From an optimization exercise on the open Yosys and OpenROAD flow, aimed at small area, a short achievable clock period and few clock cycles; shortcuts taken in it are not production practice.
No functional check of the RTL was part of any run shown here.
Power is estimated from default activity; no workload was simulated.

==> design/flow/design.v <==
package phi_copy_sequencer_pkg;
    localparam int unsigned DEF_ID_W = 16;
    localparam logic [DEF_ID_W-1:0] DEF_TEMP_ID = 16'hFFFF;
endpackage
module copy_ready_picker #(
    parameter int unsigned N = 8
) (
    input  logic [N-1:0]        req,
    input  logic [N-1:0][N-1:0] older,
    output logic [N-1:0]        gnt,
    output logic                any
);
    always_comb begin
        for (int s = 0; s < int'(N); s++)
            gnt[s] = req[s] && !(|(req & older[s]));
        any = |req;
    end
endmodule
module phi_copy_sequencer
#(
    parameter int unsigned     ID_W       = phi_copy_sequencer_pkg::DEF_ID_W,
    parameter int unsigned     MAX_COPIES = 8,
    parameter logic [ID_W-1:0] TEMP_ID    = ID_W'(phi_copy_sequencer_pkg::DEF_TEMP_ID)
) (
    input  logic            clk,
    input  logic            rst,
    input  logic            in_valid,
    output logic            in_ready,
    input  logic [ID_W-1:0] in_dest,
    input  logic [ID_W-1:0] in_src,
    input  logic            in_last,
    output logic            out_valid,
    input  logic            out_ready,
    output logic [ID_W-1:0] out_dest,
    output logic [ID_W-1:0] out_src,
    output logic            out_last,
    output logic            out_nop,
    output logic            err_overflow,
    output logic            err_dup
);
    localparam int unsigned S    = MAX_COPIES;           
    localparam int unsigned TW   = 2;                    
    localparam int unsigned NCTX = 1 << TW;
    localparam int unsigned CW   = $clog2(MAX_COPIES + 1);
    logic            r_v, r_last;
    logic [TW-1:0]   r_tag;
    logic [ID_W-1:0] r_dest, r_src;
    logic [S-1:0]    r_slot;
    logic [S-1:0]    alloc;       
    logic [S-1:0]    r_dd;        
    logic            r_dd_fw;     
    logic [S-1:0]    r_fw;        
    logic            r_self;      
    logic            in_blk;      
    logic [S-1:0]                 v;         
    logic [S-1:0]                 em;        
    logic [S-1:0]                 sv;        
    logic [S-1:0]                 tmp;       
    logic [S-1:0][TW-1:0]         tg;        
    logic [S-1:0][ID_W-1:0]       dest, src;
    logic [S-1:0][S-1:0]          rd;        
    logic [S-1:0][S-1:0]          yng;       
    logic [S-1:0]                 busy;      
    logic [TW-1:0]                in_tag;    
    logic [TW-1:0]                e_tag;     
    logic [TW-1:0]                e_nx;      
    logic [NCTX-1:0]              done;      
    logic [S-1:0]                 ccnt;      
    logic [NCTX-1:0]              f_ovf, f_dup;
    logic            p_v, p_save, p_last, p_nop, p_ovf, p_dup;
    logic [S-1:0]    p_sel;
    logic [S-1:0] p_hold, freev, alloc_nxt, r_wr;
    logic         acc, wr_ok, stall, rv;
    assign in_ready  = !in_blk;
    assign acc       = in_valid && in_ready;
    assign p_hold    = (p_v && !p_save && !p_nop) ? p_sel : '0;
    assign wr_ok     = !(|(p_hold & r_slot));
    assign stall     = r_v && !wr_ok;
    assign rv        = r_v && wr_ok;
    assign r_wr      = wr_ok ? r_slot : '0;
    assign freev     = ~v & ~(r_v ? r_slot : '0) & ~(acc ? alloc : '0);
    always_comb begin
        if (|freev)           alloc_nxt = freev & (~freev + S'(1));
        else if (mv)          alloc_nxt = sel_r;
        else if (rv && !ins)  alloc_nxt = r_slot;
        else                  alloc_nxt = '0;
    end
    logic [S-1:0] same_c, eq_dd, eq_sd, eq_ds, dupm;
    logic         self_cp, dup_hit, full, ins, dupw, ovf_set;
    always_comb begin
        for (int s = 0; s < int'(S); s++) begin
            same_c[s] = v[s] && (tg[s] == r_tag);
            eq_dd[s]  = r_fw[s] ? r_dd_fw : r_dd[s];
            eq_sd[s]  = (src[s]  == r_dest);
            eq_ds[s]  = (dest[s] == r_src);
        end
        dupm    = same_c & eq_dd;
        dup_hit = |dupm;
        self_cp = r_self;
        full    = ccnt[MAX_COPIES-1];
        ins     = rv && !self_cp && !dup_hit && !full;
        dupw    = rv && !self_cp && dup_hit;
        ovf_set = rv && !self_cp && !dup_hit && full;
    end
    logic [S-1:0]        blocked, ready, sel_r, sel_v, em_nxt, tg_nx;
    logic [S-1:0][S-1:0] older;
    logic                any_r, any_v, act, is_nop, is_last, adv_o, adv_e;
    logic                fire, mv, sav, fin;
    always_comb begin
        for (int s = 0; s < int'(S); s++) begin
            blocked[s] = !sv[s] && |(rd[s] & em & ~(S'(1) << s));
            for (int r = 0; r < int'(S); r++)
                older[s][r] = (r < s) ? yng[r][s] : (r > s) ? !yng[s][r] : 1'b0;
        end
        ready = em & ~blocked;
    end
    copy_ready_picker #(.N(S)) u_pick_r (.req(ready), .older(older), .gnt(sel_r), .any(any_r));
    copy_ready_picker #(.N(S)) u_pick_v (.req(em),    .older(older), .gnt(sel_v), .any(any_v));
    assign act     = done[e_tag];
    logic em_two, em_pre;
    always_comb begin
        em_two = 1'b0;
        em_pre = em[0];
        for (int s = 1; s < int'(S); s++) begin
            em_two |= em[s] && em_pre;
            em_pre |= em[s];
        end
    end
    assign is_nop  = !(|em);
    assign is_last = !em_two;
    assign adv_o   = !out_valid || out_ready;
    assign adv_e   = !p_v || adv_o;
    assign fire    = act && adv_e;
    assign mv      = fire && !is_nop && any_r;
    assign sav     = fire && !is_nop && !any_r;
    assign fin     = fire && (is_nop || (any_r && is_last));
    always_comb begin
        for (int s = 0; s < int'(S); s++) begin
            tg_nx[s]  = (tg[s] == e_nx);
            em_nxt[s] = fin ? ((v[s] && tg_nx[s]) || (ins && r_slot[s] && r_tag == e_nx))
                            : ((em[s] && !(fire && sel_r[s])) || (ins && r_slot[s] && r_tag == e_tag));
        end
    end
    logic [TW-1:0]   in_tag_nxt;
    logic [NCTX-1:0] done_nxt;
    logic [S-1:0]    busy_nxt;
    logic            room;
    assign in_tag_nxt = (acc && in_last) ? in_tag + TW'(1) : in_tag;
    always_comb begin
        for (int k = 0; k < int'(NCTX); k++)
            done_nxt[k] = (done[k] || (rv && r_last && r_tag == TW'(k))) && !(fin && e_tag == TW'(k));
        if (ins && !mv)      busy_nxt = {busy[S-2:0], 1'b1};
        else if (mv && !ins) busy_nxt = {1'b0, busy[S-1:1]};
        else                 busy_nxt = busy;
        case ({ins, acc, mv})
            3'b110:                room = !busy[S-3];
            3'b100, 3'b010, 3'b111: room = !busy[S-2];
            3'b000, 3'b101, 3'b011: room = !busy[S-1];
            default:               room = 1'b1;
        endcase
    end
    always_ff @(posedge clk) begin
        if (!stall) begin
            for (int s = 0; s < int'(S); s++) r_dd[s] <= (dest[s] == in_dest);
            r_dd_fw <= (r_dest == in_dest);
            r_fw    <= r_slot;
            r_self  <= (in_dest == in_src);
            r_dest  <= in_dest;
            r_src   <= in_src;
            r_last  <= in_last;
            r_tag   <= in_tag;
            r_slot  <= alloc;
        end
    end
    always_ff @(posedge clk or posedge rst) begin
        if (rst) alloc <= S'(1);
        else     alloc <= alloc_nxt;
    end
    always_ff @(posedge clk or posedge rst) begin
        if (rst) begin
            r_v      <= 1'b0;
            in_tag   <= '0;
            in_blk   <= 1'b0;
            busy     <= '0;
        end else begin
            r_v      <= stall || acc;
            in_tag   <= in_tag_nxt;
            busy     <= busy_nxt;
            in_blk   <= done[in_tag_nxt] || stall || (acc && |(alloc & p_hold) && !adv_o) ||
                        !(room || (ccnt[MAX_COPIES-1] && !(r_v && r_last) && !(acc && in_last)));
        end
    end
    function automatic logic [S-1:0] rd_col(input int j);
        for (int i = 0; i < int'(S); i++) rd_col[i] = (i != j) && rd[i][j];
    endfunction
    always_ff @(posedge clk or posedge rst) begin
        if (rst) begin
            v  <= '0;
            em <= '0;
        end else begin
            v  <= (v & ~(fire ? sel_r : '0)) | (ins ? r_slot : '0);
            em <= em_nxt;
        end
    end
    always_ff @(posedge clk) begin
        for (int s = 0; s < int'(S); s++) begin
            if (r_wr[s]) begin
                tg[s]   <= r_tag;
                dest[s] <= r_dest;
                sv[s]   <= 1'b0;
                tmp[s]  <= 1'b0;
            end else if (sav) begin
                if (sel_v[s]) sv[s] <= 1'b1;
                if (|(sel_v & rd_col(s)) && v[s]) tmp[s] <= 1'b1;
            end
            if (r_wr[s] || (dupw && dupm[s])) src[s] <= r_src;
            for (int j = 0; j < int'(S); j++) begin
                if (j != s) begin
                    if (r_wr[j] || (dupw && dupm[j])) rd[s][j] <= eq_ds[s] && same_c[s];
                    else if (r_wr[s])                 rd[s][j] <= eq_sd[j] && same_c[j];
                    if (j > s) begin
                        if (r_wr[j])      yng[s][j] <= 1'b1;
                        else if (r_wr[s]) yng[s][j] <= 1'b0;
                    end
                end
            end
        end
    end
    always_ff @(posedge clk or posedge rst) begin
        if (rst) begin
            done  <= '0;
            ccnt  <= '0;
            f_ovf <= '0;
            f_dup <= '0;
            e_tag <= '0;
            e_nx  <= TW'(1);
        end else begin
            done <= done_nxt;
            for (int k = 0; k < int'(NCTX); k++) begin
                if (fin && e_tag == TW'(k)) begin
                    f_ovf[k] <= 1'b0;
                    f_dup[k] <= 1'b0;
                end else begin
                    if (ovf_set && r_tag == TW'(k)) f_ovf[k] <= 1'b1;
                    if (dupw    && r_tag == TW'(k)) f_dup[k] <= 1'b1;
                end
            end
            if (fin) begin
                e_tag <= e_nx;
                e_nx  <= e_nx + TW'(1);
            end
            if (rv && r_last)  ccnt <= '0;
            else if (ins)      ccnt <= {ccnt[S-2:0], 1'b1};
        end
    end
    always_ff @(posedge clk or posedge rst) begin
        if (rst) p_v <= 1'b0;
        else if (adv_e) p_v <= act;
    end
    always_ff @(posedge clk) begin
        if (adv_e) begin
            p_sel  <= is_nop ? '0 : (any_r ? sel_r : sel_v);
            p_save <= !is_nop && !any_r;
            p_last <= is_nop || (any_r && is_last);
            p_nop  <= is_nop;
            p_ovf  <= f_ovf[e_tag];
            p_dup  <= f_dup[e_tag];
        end
    end
    logic [ID_W-1:0] d_mux, s_mux;
    logic            t_mux;
    always_comb begin
        d_mux = '0;
        s_mux = '0;
        t_mux = 1'b0;
        for (int s = 0; s < int'(S); s++) begin
            d_mux |= p_sel[s] ? dest[s] : '0;
            s_mux |= p_sel[s] ? src[s]  : '0;
            t_mux |= p_sel[s] & tmp[s];
        end
    end
    always_ff @(posedge clk or posedge rst) begin
        if (rst) out_valid <= 1'b0;
        else if (adv_o) out_valid <= p_v;
    end
    always_ff @(posedge clk) begin
        if (adv_o) begin
            out_dest     <= p_save ? TEMP_ID : d_mux;
            out_src      <= p_save ? d_mux : (t_mux ? TEMP_ID : s_mux);
            out_last     <= p_last;
            out_nop      <= p_nop;
            err_overflow <= p_ovf;
            err_dup      <= p_dup;
        end
    end
endmodule
==> design/flow/flow/run.sh <==
#!/bin/bash
# The standard layout, with faster port buffers (buf_4 instead of the
# default delay-buffer pick) and gate sizing not tied to the cell footprint.
# make's full output goes to standard.log; ORFS keeps each step's log under orfs/logs.
set -o pipefail
bash standard.sh MATCH_CELL_FOOTPRINT=0 "BUFFER_PORTS_ARGS=-buffer_cell sky130_fd_sc_hd__buf_4" finish > standard.log 2>&1
==> design/flow/standard.sh <==
#!/bin/bash
# synth_recipe.tcl (not shown) runs the flow's synth.tcl, then flattens the netlist and writes it again
# the make line also repeats each setting of config.mk as NAME=value (left out here)
make -C /OpenROAD-flow-scripts/flow DESIGN_CONFIG=/design/flow/config.mk WORK_HOME=/design/flow/orfs CLKGATE_MAP_FILE= SYNTH_SCRIPT=/design/flow/synth_recipe.tcl "${@:-finish}"
==> design/flow/config.mk <==
export PLATFORM = sky130hd
export DESIGN_NAME = phi_copy_sequencer
export DESIGN_NICKNAME = phi_copy_sequencer
export VERILOG_FILES = /design/flow/design.v
export SDC_FILE = /design/flow/constraint.sdc
export NUM_CORES = 4
export LEC_CHECK = 0
export CAP_MARGIN = 20
export CORE_MARGIN = 2
export CORE_UTILIZATION = 30
export CTS_CLUSTER_DIAMETER = 100
export CTS_CLUSTER_SIZE = 24
export SETUP_SLACK_MARGIN = 4.4
export SLEW_MARGIN = 20
export TNS_END_PERCENT = 25
==> design/flow/constraint.sdc <==
create_clock -name core_clock -period 7.0 [get_ports {clk}]
set_input_delay 1.4000 -clock core_clock [delete_from_list [all_inputs] [get_ports {clk}]]
set_output_delay 1.4000 -clock core_clock [all_outputs]
set_load 0.01 [all_outputs]
==> impl_metrics.toml, run 1 <==
[logic_synthesis]
yosys_register_bits = 544
synth-edff-count = 438
synth_async_sr_flop_share = 0.114
ys_seq_area_frac = 0.585
synth_area_per_cell_um2 = 12.3
synthTopCellsByArea = "edfxtp_1, xnor2_1, xor2_1"
syn-instance-count = 2173
syn_nets = 2211
yosys.area.top_type_share = 0.494
netlist_area_um2 = 26600
yosysTopAreaCell = "edfxtp_1"
ys_top_cells_by_count = "edfxtp_1, xnor2_1, xor2_1"
yosysMostFrequentCell = "edfxtp_1"
synth_warnings = 10
synth_top_flop_cell = "edfxtp_1"
yosysUniqueCellTypes = 74

[run_status]
status = "finished clean"

[critical_path]
worstSetupStartpointType = "flip-flop"
worst_ep_arrival_time_ns = 3.24
crit_path_max_fanout = 9
endpoint_kind = "flip-flop"
required_ns = 7.36
criticalPathCategory = "reg2reg"
r2r_setup_slack_ns = 4.11

[timing]
relSlewSlack = 0.318
setup_ws_ns = 4.11
slew_viol_final = 0
rsz0062_at_grt = "true"
fin_crit_ns = 2.89
fin_tns_setup_ns = 0
whs_ns = 0.429
post-route-period-util = 0.412
worst_pin_slew_ns = 1.01
final_hold_viol_count = 0
setup_viol = 0
max_freq_mhz = 347
clock-skew-final_ns = 0.0475

[route]
viasPerCell = 5.95
wirelength_um = 108000
post-route-drc-count = 0
ant_nets = 0
drt-initial-drc-count = 3341
vias = 20900
wire_per_inst_um = 30.8
firstDrtPassIters = 6

[clock_network]
cts_buffers = 27
clockBufferDepth = 3
cts_tree = "built"
cts_root_buf = "clkbuf_16"
hold_buffers = 0
clock-sinks = 544
clkLatencyLatePin_ns = 0.65
h-tree-depth = 1
path_clk_slew_ns = 0.10

[power]
power_density_nw_per_um2 = 465
ir_worst_vdd_uv = 346
leakage_uw = 0.0110

[global_routing]
grt_overflow_total = 0
use_met2 = 0.345
grtUsageMet3 = 0.0516
grt_max_degree = 63
grt_usage = 0.225
top_usage_layer = "met2"
grt_pass1_vias = 19600
antenna_found_initial = 7
use_met1 = 0.310
grt_first_pass_wirelength_um = 147000

[finish]
drive_gt1_frac = 0.189
area_growth_pct = 18.4
finalNetCount = 2380
fin_area_um2 = 31500

[placed_design]
gp_congestion = 1.02
io_buffers = 74
placed_area_um2 = 28600
hpwl_um = 69400
dp_slack_ns = 2.13

[floorplanning]
std_cell_rows = 109
die_y_um = 302
core_region_area_um2 = 88200
start_util = 0.302
die_area_um2 = 91200
io_pins = 75
die_x_um = 302

[hold_path]
hold_class = "reg2reg"

[flow_run]
drv_cap = 0
-- worst max-delay path, cell delays in order, from the launching register on --
cell	delay, ns
edfxtp_1	0.56
a22oi_1	0.29
nand4_1	0.23
a211o_4	0.44
buf_4	0.19
nor2_1	0.44
nor2_4	0.16
nand2_1	0.19
o21ai_0	0.12
-- logic make-up after synthesis --
family          Yosys count  share of synthesized area
simple gates            525                      0.102
xor+xnor                457                      0.150
flops                   544                      0.585
fa+ha+maj                 3                    0.00122
compound gates          443                      0.123
buf+inv                 174                     0.0267
mux                      27                     0.0120
-- registers in the layout, summed over array words and instances, names as in the netlist, 16 cells and up --
| register | count |
|---|---|
| src | 128 |
| tg | 16 |
| r_src | 16 |
| out_dest | 16 |
| older | 28 |
| out_src | 16 |
| rd | 56 |
| r_dest | 16 |
| dest | 128 |
-- stage by stage --
step                      instances   util  power (uW)
after CTS                      3431  0.344       13600
after floorplan                2173      -        8970
after global routing           3516  0.357       15100
final                          3518  0.358       14700
after global placement         3332  0.324       11200
after detailed placement       3332  0.324       11300
-- path summary, 6_finish.rpt --
check,from,cells after the start,end
worst max-delay path,r_slot[0],8,rd[4]
min in group asynchronous,rst,3,f_ovf[2]
worst min register to register,p_dup,0,err_dup
worst max register to register,r_slot[0],8,rd[4]
max in group asynchronous,rst,3,em[3]
worst min-delay path,p_dup,0,err_dup
-- layer usage --
metal	routed length, um	share of wire
met1	41900	0.39
met5	46	0.00042
met4	5520	0.051
met2	47000	0.43
met3	13800	0.13
-- what timing repair did --
item | in CTS | in global routing
setup endpoints to repair | 546 | 369
setup buffers | 52 | 78
gates cloned | 9 | 6
resized for setup | 99 | 96
pin swaps | 18 | 35
-- cells in the final DEF, fill, tap and decap left out, types with 36 or more instances in the layout --
master and n:
nor2_1 71, nand4_1 77, buf_4 230, dfxtp_1 44, a221oi_1 36, xnor2_1 261, dfrtp_1 55, o21ai_0 67
a22o_1 44, a22oi_1 104, nand2_1 162, edfxtp_1 438, xor2_1 196, nor4_1 57
-- layout make-up --
type / instances / area [um2]
antenna: 2 / 5.00
clock buffer: 34 / 702
clock inverter: 4 / 60.1
fill: 8490 / 56700
inverter: 35 / 194
multi-input combinational: 1457 / 11100
sequential: 544 / 15600
tap: 1165 / 1460
timing repair buffer: 269 / 2400
timing repair inverter: 8 / 50.0
-- where the power goes --
group          leakage (uW)  internal, uW  switching [uW]
Sequential          0.00535          4840            1110
Clock              0.000365           723            1060
Combinational       0.00524          2700            4250
==> run 2, diff against run 1 <==
--- a/design/flow/config.mk
+++ b/design/flow/config.mk
@@ -12,4 +12,4 @@
 export CTS_CLUSTER_SIZE = 24
-export SETUP_SLACK_MARGIN = 4.4
+export SETUP_SLACK_MARGIN = 4.7
 export SLEW_MARGIN = 20
-export TNS_END_PERCENT = 25
+export TNS_END_PERCENT = 5
==> run 2 against run 1 <==
  * Sequential share of layout area fell by 0.19 points
  * Core utilization grew 0.15 points
  * Still clean on timing, DRC and antenna
  * Critical path depth unchanged
  * Critical endpoint is now em[5]
  * Cell count is 0.11% lower
  * Register-to-register slack better by 0.13 ns
  * Sequential cell count did not move
  * Clock-buffer cell count rose by 9
==> impl_metrics.toml, run 2 <==
[timing]
fin_crit_ns = 2.76
fin_tns_setup_ns = 0
relSlewSlack = 0.266
setup_viol = 0
post-route-period-util = 0.394
whs_ns = 0.428
clock-skew-final_ns = 0.0395
max_freq_mhz = 363
final_hold_viol_count = 0
slew_viol_final = 0
worst_pin_slew_ns = 1.10
rsz0062_at_grt = "true"

[logic_synthesis]
synth_async_sr_flop_share = 0.114
yosys.area.top_type_share = 0.494
yosysMostFrequentCell = "edfxtp_1"
synth-edff-count = 438
synth_area_per_cell_um2 = 12.3
yosysUniqueCellTypes = 74
syn_nets = 2211
ys_top_cells_by_count = "edfxtp_1, xnor2_1, xor2_1"
yosys_register_bits = 544
ys_seq_area_frac = 0.585
synth_top_flop_cell = "edfxtp_1"
netlist_area_um2 = 26600
yosysTopAreaCell = "edfxtp_1"
synthTopCellsByArea = "edfxtp_1, xnor2_1, xor2_1"
syn-instance-count = 2173
synth_warnings = 10

[finish]
finalNetCount = 2367
reg_top3 = "dest x128, src x128, rd x56"
area_growth_pct = 18.9
final_cell_mix = "edfxtp_1, xnor2_1, buf_4"
final_common_cell = "edfxtp_1"
drive_gt1_frac = 0.193
fillers = 8408

[critical_path]
endpoint_kind = "flip-flop"
worst_ep_arrival_time_ns = 3.25
reg2reg_to = "em[5]"
critical-path-max-stage-delay_ns = 0.57
crit_path_max_fanout = 10
reg2reg_depth = 8
cp_cell_sequence = "a22oi_1, a41o_2, or4_4, nor2_8, nor3_4, inv_4, nand3b_1, a221o_1"
criticalPathCategory = "reg2reg"
worstSetupStartpointType = "flip-flop"
worst_path_max_delay_cell = "dfrtp_4"
required_ns = 7.50
r2r_setup_slack_ns = 4.24
r2r_start = "em[3]"

[clock_network]
cts_buffers = 26
path_clk_slew_ns = 0.11
h-tree-depth = 1
cts_root_buf = "clkbuf_16"
cts_tree = "built"
clock-sinks = 544
clockBufferDepth = 3
clkLatencyLatePin_ns = 0.64

[flow_run]
drv_cap = 0

[route]
viasPerCell = 6.05
vias = 21300
post-route-drc-count = 0
firstDrtPassIters = 8
wire_per_inst_um = 31.8
ant_nets = 0
wirelength_um = 112000
drt-initial-drc-count = 3783

[power]
pwr-share-comb = 0.477
leakage_uw = 0.0110
p_sw_frac = 0.444
p_clk_frac = 0.121
pwr-share-seq = 0.402
power_uw = 14800
ir_worst_vdd_uv = 373
internal_power_uw = 8200
power_density_nw_per_um2 = 466
switchingPower_uw = 6550

[placed_design]
hpwl_um = 70200
io_buffers = 74
gp_congestion = 0.984

[floorplanning]
io_pins = 75
die_x_um = 302
start_util = 0.302
std_cell_rows = 109
die_y_um = 302
die_area_um2 = 91200
core_region_area_um2 = 88200

[global_routing]
antenna_found_initial = 8
grt_pass1_vias = 20300
grt_first_pass_wirelength_um = 154000
grt_max_degree = 63
grt_usage = 0.238
grt_overflow_total = 0

[hold_path]
worst_hold_startpoint = "p_ovf"
min_path_cells = 0
hold_class = "reg2reg"
hold_path_end = "err_overflow"

[run_status]
status = "finished clean"
## run 2: repair_timing
item,4_1_cts,5_1_grt
setup buffers,96,25
pin swaps,31,27
endpoints found under the hold margin,0,0
gates resized for setup,166,80
hold buffers,0,0
endpoints found under the setup margin,600,496
gates cloned,17,2
## run 2: final cells by class
type	count	area [um2]	area share
sequential	544	15600	0.493
clock buffer	43	714	0.0226
tap	1165	1460	0.0460
clock inverter	4	30.0	0.000948
inverter	35	194	0.00612
timing repair buffer	257	2420	0.0763
multi-input combinational	1457	11200	0.354
antenna	1	2.50	0.0000790
timing repair inverter	8	42.5	0.00134
## run 2: logic make-up (layout without fill, tap and decap cells)
family,after synthesis,in the layout,share of synthesized area
AND/OR/NAND/NOR,525,527,0.102
multiplexers,27,27,0.0120
AO/OA/AOI/OAI,443,443,0.123
buffers and inverters,174,347,0.0267
flip-flops,544,544,0.585
other,0,1,0
XOR/XNOR,457,457,0.150
adder cells (fa/ha/maj),3,3,0.00122
## run 2: critical path, delay by kind of cell (launching register included)
| kind | cells | cell delay (ns) |
|---|---|---|
| flip-flops | 1 | 0.57 |
| buffers and inverters | 1 | 0.09 |
| AO/OA/AOI/OAI | 3 | 1.22 |
| AND/OR/NAND/NOR | 4 | 0.75 |
## run 2: metrics by stage
step | cells | setup slack (ns) | instance area [um2] | utilization
floorplan | 2173 | 3.95 | 26700 | -
global placement | 3325 | 2.19 | 28600 | 0.324
detailed placement | 3325 | 2.05 | 28600 | 0.324
CTS | 3485 | 4.35 | 31100 | 0.353
global route | 3513 | 4.16 | 31700 | 0.359
finish | 3514 | 4.24 | 31700 | 0.359
## run 2: power groups by stage
stage | logic [uW] | clock network [uW] | registers, uW
2_1_floorplan | 3460 | 0 | 5500
3_3_place_gp | 5240 | 0 | 5980
3_5_place_dp | 5300 | 0 | 5990
4_1_cts | 6510 | 1790 | 5880
5_1_grt | 7280 | 1900 | 5990
6_report | 7030 | 1780 | 5940
## run 2: how the worst max path moves through the flow
stage          cells past startpoint       end       from
6_report                           8     em[5]      em[3]
5_1_grt                           11    in_blk   p_sel[4]
4_1_cts                           11   busy[2]      em[4]
3_5_place_dp                       6  src[117]      p_nop
3_3_place_gp                       6  src[119]      p_nop
2_1_floorplan                      7     em[5]  out_ready
## run 2: per-layer routing
metal  share of wire  global-route usage  up-vias
li1                -                   -     8477
met5         0.00062                   0        -
met3            0.12              0.0498      401
met1            0.38               0.320    10600
met4           0.061               0.111       10
met2            0.44               0.367     1765
==> run 3, diff against run 2 <==
--- a/design/flow/design.v
+++ b/design/flow/design.v
@@ -76,3 +76,3 @@
     assign p_hold    = (p_v && !p_save && !p_nop) ? p_sel : '0;
-    assign wr_ok     = !(|(p_hold & r_slot));
+    assign wr_ok     = !(|(p_hold & r_slot) && !adv_o);
     assign stall     = r_v && !wr_ok;
==> run 3 against run 2 <==
  * First-iteration DRC count down 15%
  * Non-clock buffer count down 30
  * Die area up 0.23%
  * Combinational power down 24%
  * Worst hold slack better by 0.0065 ns
  * Clock power up 6%
  * Sequential power down 5.7%
  * Largest cell class unchanged
  * Largest power group is now registers
  * Highest routed layer unchanged
==> impl_metrics.toml, run 3 <==
[run_status]
status = "finished clean"

[global_routing]
grt_first_pass_wirelength_um = 148000
grt_usage = 0.225
antenna_found_initial = 8
grt_pass1_vias = 19800
grt_max_degree = 64
grt_overflow_total = 0

[route]
wl_met2_um = 48600
wirelength_um = 107000
viasPerCell = 5.87
ant_nets = 0
drt-initial-drc-count = 3208
post-route-drc-count = 0
vias = 20400
top_layer = "met5"
drt-met1-wl_um = 40400
wl_met3_um = 11800
firstDrtPassIters = 7
wire_per_inst_um = 30.8

[logic_synthesis]
synth_compound_area_frac = 0.121
synthTopCellsByArea = "edfxtp_1, xnor2_1, xor2_1"
yosys_register_bits = 544
yosysUniqueCellTypes = 80
synth_top_family_by_area = "XOR/XNOR gates"
ys_seq_area_frac = 0.584
yosysTopAreaCell = "edfxtp_1"
synth_warnings = 10
synth_top_flop_cell = "edfxtp_1"
synthMuxAreaShare = 0.0120
syn-instance-count = 2170
netlist_area_um2 = 26700
synth_area_per_cell_um2 = 12.3
yosys.area.top_type_share = 0.492
synth_async_sr_flop_share = 0.114
syn_nets = 2208
yosys.area_share.simple = 0.104
ys_top_cells_by_count = "edfxtp_1, xnor2_1, xor2_1"
synthAdderAreaFrac = 0.00122
synthXorXnorAreaFrac = 0.150
synth-edff-count = 438
yosysMostFrequentCell = "edfxtp_1"

[critical_path]
r2r_setup_slack_ns = 3.89
crit_family = "simple AND/OR/NAND/NOR gates"
reg2reg_to = "rd[24]"
cp_cell_sequence = "buf_6, nand3b_1, buf_12, or3_4, or2_4, nand2_4, inv_1, nor2_4, clkinvlp_4, buf_4"
crit_path_max_fanout = 16
r2r_start = "r_src[3]"
worstSetupStartpoint = "out_ready"
cp.buffers_inverters = 5
crit_cells = 10
endpoint = "src[35]"
required_ns = 7.36
critical-path-max-stage-delay_ns = 0.38
worst_ep_arrival_time_ns = 3.51
endpoint_kind = "flip-flop"
criticalPathCategory = "in2reg"
worstSetupStartpointType = "input pin"
reg2reg_depth = 5
worst_path_max_delay_cell = "or3_4"

[floorplanning]
std_cell_rows = 109
die_y_um = 302
start_util = 0.303
io_pins = 75
die_area_um2 = 91400
core_region_area_um2 = 88200
die_x_um = 302

[timing]
relSlewSlack = 0.200
worst_pin_slew_ns = 1.20
setup_viol = 0
slew_viol_final = 0
max_freq_mhz = 318
clock-skew-final_ns = 0.0289
rsz0062_at_grt = "true"
post-route-period-util = 0.450
fin_crit_ns = 3.15
final_hold_viol_count = 0
fin_tns_setup_ns = 0

[hold_path]
worst_hold_startpoint = "p_ovf"
hold_class = "reg2reg"

[power]
pwr-share-comb = 0.416
internal_power_uw = 7390
pwr-share-seq = 0.437
leakage_uw = 0.0107
power_density_nw_per_um2 = 415
p_clk_frac = 0.147
ir_worst_vdd_uv = 219
p_sw_frac = 0.423
switchingPower_uw = 5420

[clock_network]
clockBufferDepth = 3
cts_tree = "built"
cts_root_buf = "clkbuf_16"
cts_buffers = 28
clkLatencyLatePin_ns = 0.63
h-tree-depth = 1
path_clk_slew_ns = 0.10
clock-sinks = 544
hold_buffers = 0

[flow_run]
drv_cap = 0

[finish]
fin_util = 0.350
final_common_cell = "edfxtp_1"
final_cell_mix = "edfxtp_1, xnor2_1, buf_4"
area_growth_pct = 15.6
finalNetCount = 2331
reg_top3 = "dest x128, src x128, rd x56"
drive_gt1_frac = 0.162

[placed_design]
hpwl_um = 71100
gp_congestion = 0.973
io_buffers = 74
[run 3: repair_timing]
action                     4_1_cts  5_1_grt
cloned                           4        4
gates resized for setup         64       69
pin swaps                       12       21
setup endpoints to repair      605      613
setup buffers                   40       55
[run 3: worst min path at each step]
stage	endpoint	cells after the start
2_1_floorplan	err_dup	0
3_3_place_gp	err_overflow	0
3_5_place_dp	out_last	0
4_1_cts	err_overflow	0
5_1_grt	out_last	0
6_report	err_overflow	0
[run 3: area by class of cell]
cell class                 count  area [um2]
tap                         1165        1460
timing repair buffer         227        1970
clock inverter                 6        67.6
inverter                      39         190
multi-input combinational   1452       10800
clock buffer                  37         756
sequential                   544       15600
timing repair inverter         1        7.51
antenna                        2        5.00
fill                        8565       57400
[run 3: cell families (layout without fill, tap and decap cells)]
logic type               Yosys count  count (layout)
multiplexers                      26              26
XOR/XNOR                         457             457
flip-flops                       544             544
other                              0               2
buffers and inverters            175             310
AO/OA/AOI/OAI                    434             434
AND/OR/NAND/NOR                  531             532
adder cells (fa/ha/maj)            3               3
[run 3: stage by stage]
| stage | area [um2] | setup slack [ns] | power [uW] | cells | hold WS, ns |
|---|---|---|---|---|---|
| after global routing | 30900 | 3.80 | 13200 | 3472 | 0.451 |
| after CTS | 30100 | 3.87 | 12200 | 3411 | 0.432 |
| final | 30900 | 3.85 | 12800 | 3473 | 0.434 |
| after global placement | 28600 | 2.00 | 10100 | 3324 | 0.413 |
| after floorplan | 26800 | 2.79 | 8070 | 2170 | 0.400 |
| after detailed placement | 28600 | 1.89 | 10100 | 3324 | 0.421 |
[run 3: layer usage]
layer	vias up	global-route usage
met1	10200	0.296
met5	-	0
met2	1493	0.359
met3	306	0.0466
met4	8	0.0984
li1	8378	-
[run 3: power by group through the flow]
stage	Combinational (uW)	Sequential (uW)	Clock, uW
after global routing	5590	5650	2000
after CTS	4760	5570	1910
after global placement	4500	5610	0
after detailed placement	4520	5610	0
final	5320	5600	1890
after floorplan	2910	5170	0
[run 3: worst register-to-register path, stage by stage (launching register included)]
cell and delay [ns]:
edfxtp_1 1.15, xor2_1 0.25, nor4_1 0.36, nand2_1 0.12, or4_1 0.73, o21ai_0 0.33

## afterwards: timing with drivers on the ports
How much do the figures lean on ideal ports? The routed layouts below were timed once more, with nothing changed but the port constraints. Step 1 sets driving cells, clkbuf_16 on the clock port and buf_2 on the other inputs (assumed; they add their load-dependent delay and slew). Step 2, shift: input delay + t, output delay - t, t = (earliest + latest rising clock arrival at the registers) / 2. This alone moves slack from input paths to output paths. Slacks: no drivers / after step 1 / after step 2; pairs: no drivers / after step 1.
| run | shift t [ns] | setup WS [ns] | clock arrival spread, ns | worst slew at a driven data input, ns |
|---|---|---|---|---|
| run 1 | 0.691 | 4.114 / 4.114 / 3.613 | 0.048 / 0.048 | 0.17 |
| run 2 | 0.684 | 4.243 / 4.191 / 3.507 | 0.042 / 0.042 | 0.18 |
| run 3 | 0.686 | 3.851 / 3.879 / 3.193 | 0.032 / 0.032 | 0.19 |
After both steps every run listed still meets setup and hold. The setup slack of run 2, which loses most, moves by -0.052 ns with the drivers and by -0.736 ns with both steps.
